Source: an optimization exercise on an open RTL-to-GDS flow (aim: small area). Production flows keep margins and buffers that such runs may drop. The clock port is modelled as an ideal driver; clocking choices that lean on that would not hold on a real chip. Power figures rest on the tool's default switching activity, not on a simulated workload.

## arm_fire_controller_core
module arm_fire_controller_core #(
    parameter int PHASE_BITS = afc_pkg::PHASE_BITS_DEF,
    parameter int LEVEL_BITS = afc_pkg::LEVEL_BITS_DEF
) (
    input  wire logic                            i_clk,
    input  wire logic                            i_rst_n,
    input  wire logic                            i_cfg_valid,
    output logic                                 o_cfg_ready,
    input  wire logic [afc_pkg::CFG_IDX_W-1:0]   i_cfg_index,
    input  wire logic [afc_pkg::CFG_DATA_W-1:0]  i_cfg_data,
    input  wire logic                            i_s_tvalid,
    output logic                                 o_s_tready,
    input  wire logic [afc_pkg::IN_DATA_W-1:0]   i_s_tdata,
    output logic                                 o_m_tvalid,
    input  wire logic                            i_m_tready,
    output logic [afc_pkg::OUT_DATA_W-1:0]       o_m_tdata,
    output logic                                 o_m_tlast
);
Size in the first run: roughly 140 flip-flops, ~7600 um^2 of cells after synthesis.
clock: 20.0 ns
lec_check: 0
abc_area: 1
cap_margin: 20
core_margin: 2
core_utilization: 60
slew_margin: 20
buffer_ports_args: -buffer_cell sky130_fd_sc_hd__buf_1
cts_args: -sink_clustering_enable -repair_clock_nets -root_buf sky130_fd_sc_hd__clkbuf_16 -buf_list sky130_fd_sc_hd__clkbuf_4 -dont_use_dummy_load
post_cts_tcl: /design/flow/flow/post_cts.tcl
standard.sh (not shown) runs the stock make flow with config.mk's settings and CLKGATE_MAP_FILE= SYNTH_SCRIPT=/design/flow/synth_recipe.tcl, a recipe that flattens the netlist after the stock synthesis.
==> flow/flow/run.sh <==
#!/bin/bash
# Own flow: the standard flow (standard.sh, unchanged synthesis) with
#  - buf_1 as the port buffer,
#  - a clock tree of clkbuf_4 leaves under a clkbuf_16 root, no dummy loads,
#  - after CTS, leaves that drive more than 9 sinks upsized to clkbuf_8
#    (flow/post_cts.tcl) to keep flip-flop clock slew low.
# All tool output: standard.log here, and ORFS's own logs under orfs/logs.
set -euo pipefail
cp standard.sh standard.sh.txt
cat >> config.mk <<EOT
export BUFFER_PORTS_ARGS = -buffer_cell sky130_fd_sc_hd__buf_1
export CTS_ARGS = -sink_clustering_enable -repair_clock_nets -root_buf sky130_fd_sc_hd__clkbuf_16 -buf_list sky130_fd_sc_hd__clkbuf_4 -dont_use_dummy_load
export POST_CTS_TCL = $PWD/flow/post_cts.tcl
EOT
bash standard.sh > standard.log 2>&1
==> flow/flow/post_cts.tcl <==
# Upsize clock leaf buffers with a large fanout, then legalize again.
set big [[ord::get_db] findMaster sky130_fd_sc_hd__clkbuf_8]
set n 0
foreach inst [[ord::get_db_block] getInsts] {
  if {[[$inst getMaster] getName] ne "sky130_fd_sc_hd__clkbuf_4"} { continue }
  set fo 0
  foreach it [$inst getITerms] {
    if {[$it isOutputSignal] && [$it getNet] ne "NULL"} {
      set fo [expr {[llength [[$it getNet] getITerms]] - 1}]
    }
  }
  if {$fo > 9} {
    $inst swapMaster $big
    incr n
  }
}
puts "post_cts: upsized $n clock leaf buffers to clkbuf_8"
if {$n > 0} {
  detailed_placement
  check_placement -verbose
  estimate_parasitics -placement
}
The baseline finished clean.
Then changed:
--- a/flow/design.v
+++ b/flow/design.v
@@ -78,17 +78,16 @@
     logic [9:0]  r_bt;
     logic        r_z;           
     logic [5:0]  r_cnt;
     logic        r_cs, r_ges, r_cp, r_gep, r_cb, r_geb;
     logic [3:0]  r_acl;
     logic [7:0]  r_lvl;
     logic        r_ov;
     logic [1:0]  r_w;           
-    assign r_z = !r_ov && (r_w == 2'd3);
     logic sw, press;
     assign sw    = i_s_tdata[0];
     assign press = i_s_tdata[1];
     logic run, p1, p2, mult, strm, c0, acc_cyc, acc_init;
     logic [3:0] k;
     assign run  = i_s_tvalid && !r_ov;
     assign k    = r_cnt[3:0];
     assign c0   = (r_cnt == 6'd0);
@@ -230,16 +229,21 @@
                     (keep_arm && (y_k ^ !q1 ^ acc_cyc));
     always_ff @(posedge i_clk) begin
         if (!i_rst_n) begin
             r_cnt <= 6'd0;
         end else if (run) begin
             if (acc_cyc)               r_cnt <= 6'd0;
             else                       r_cnt <= r_cnt + 6'd1;
         end
+        if (!i_rst_n) begin
+            r_z <= 1'b1;
+        end else if (p1 && k == 4'd15) begin
+            r_z <= 1'b0;
+        end
         if (p1) begin
             r_since <= {since_n, r_since[15:1]};
         end else if (p2 && set_since) begin
             r_since <= {!trig, r_since[15:1]};
         end
         if (p1) begin
             r_pt <= {pt_n, r_pt[15:1]};
         end else if (p2 && clr_pt) begin
@@ -282,24 +286,20 @@
             r_mode <= MODE_STARTUP;
             r_ov   <= 1'b0;
         end else if (run && acc_cyc) begin
             r_mode <= new_mode;
             r_ov   <= 1'b1;
         end else if (r_ov && i_m_tready && r_w != 2'd3) begin
             r_ov   <= 1'b0;
         end
-        if (!i_rst_n) begin
-            r_w     <= 2'd3;
-        end else if (run && acc_cyc) begin
+        if (run && acc_cyc) begin
             r_w     <= w0;
         end else if (r_ov && i_m_tready && r_w == 2'd3) begin
             r_w     <= 2'd1;
-        end else if (p1 && k == 4'd15) begin
-            r_w     <= 2'd0;
         end
     end
     logic [2:0] msg;
     always_comb begin
         case (r_w)
             2'd0:    msg = MSG_NONE;
             2'd1:    msg = (r_mode == MODE_READY) ? MSG_READY :
                            (r_mode == MODE_ARMED) ? MSG_ARMED : MSG_FIRING;
Via count climbs by a few percent.
Clock skew hardly moves.
Combinational power grows by a few percent.
Sequential share of layout area stays flat.
Design area rises slightly.
Utilization is higher by 0.11 points.
Synthesized cell count came out higher slightly.
Total power hardly moves.
Non-clock buffer count came out lower by 1.
Worst setup slack gets worse by 7.9 ps.
Clock-buffer cell count does not change.
No functional check of the RTL was part of any run of this note.

## port drivers added, routing unchanged
In the flow no input, the clock included, has a driving cell. The finished layouts below were timed again as built, in two steps.
Step 1 assumes that a clkbuf_16 drives the clock port and a buf_2 every other input.
Step 2, shift: input delay + t, output delay - t, t = (earliest + latest rising clock arrival at the registers) / 2. This alone moves slack from input paths to output paths.
Slacks: ideal / step 1 / step 2; pairs: ideal / step 1.
run	t, ns	setup slack, ns	worst data-port slew with drivers (ns)	cell pins on the clock port's net
the first run	0.397	12.782 / 12.782 / 12.782	0.03	1
the second run	0.402	12.774 / 12.774 / 12.774	0.04	1
After both steps setup and hold are still met in every run listed.
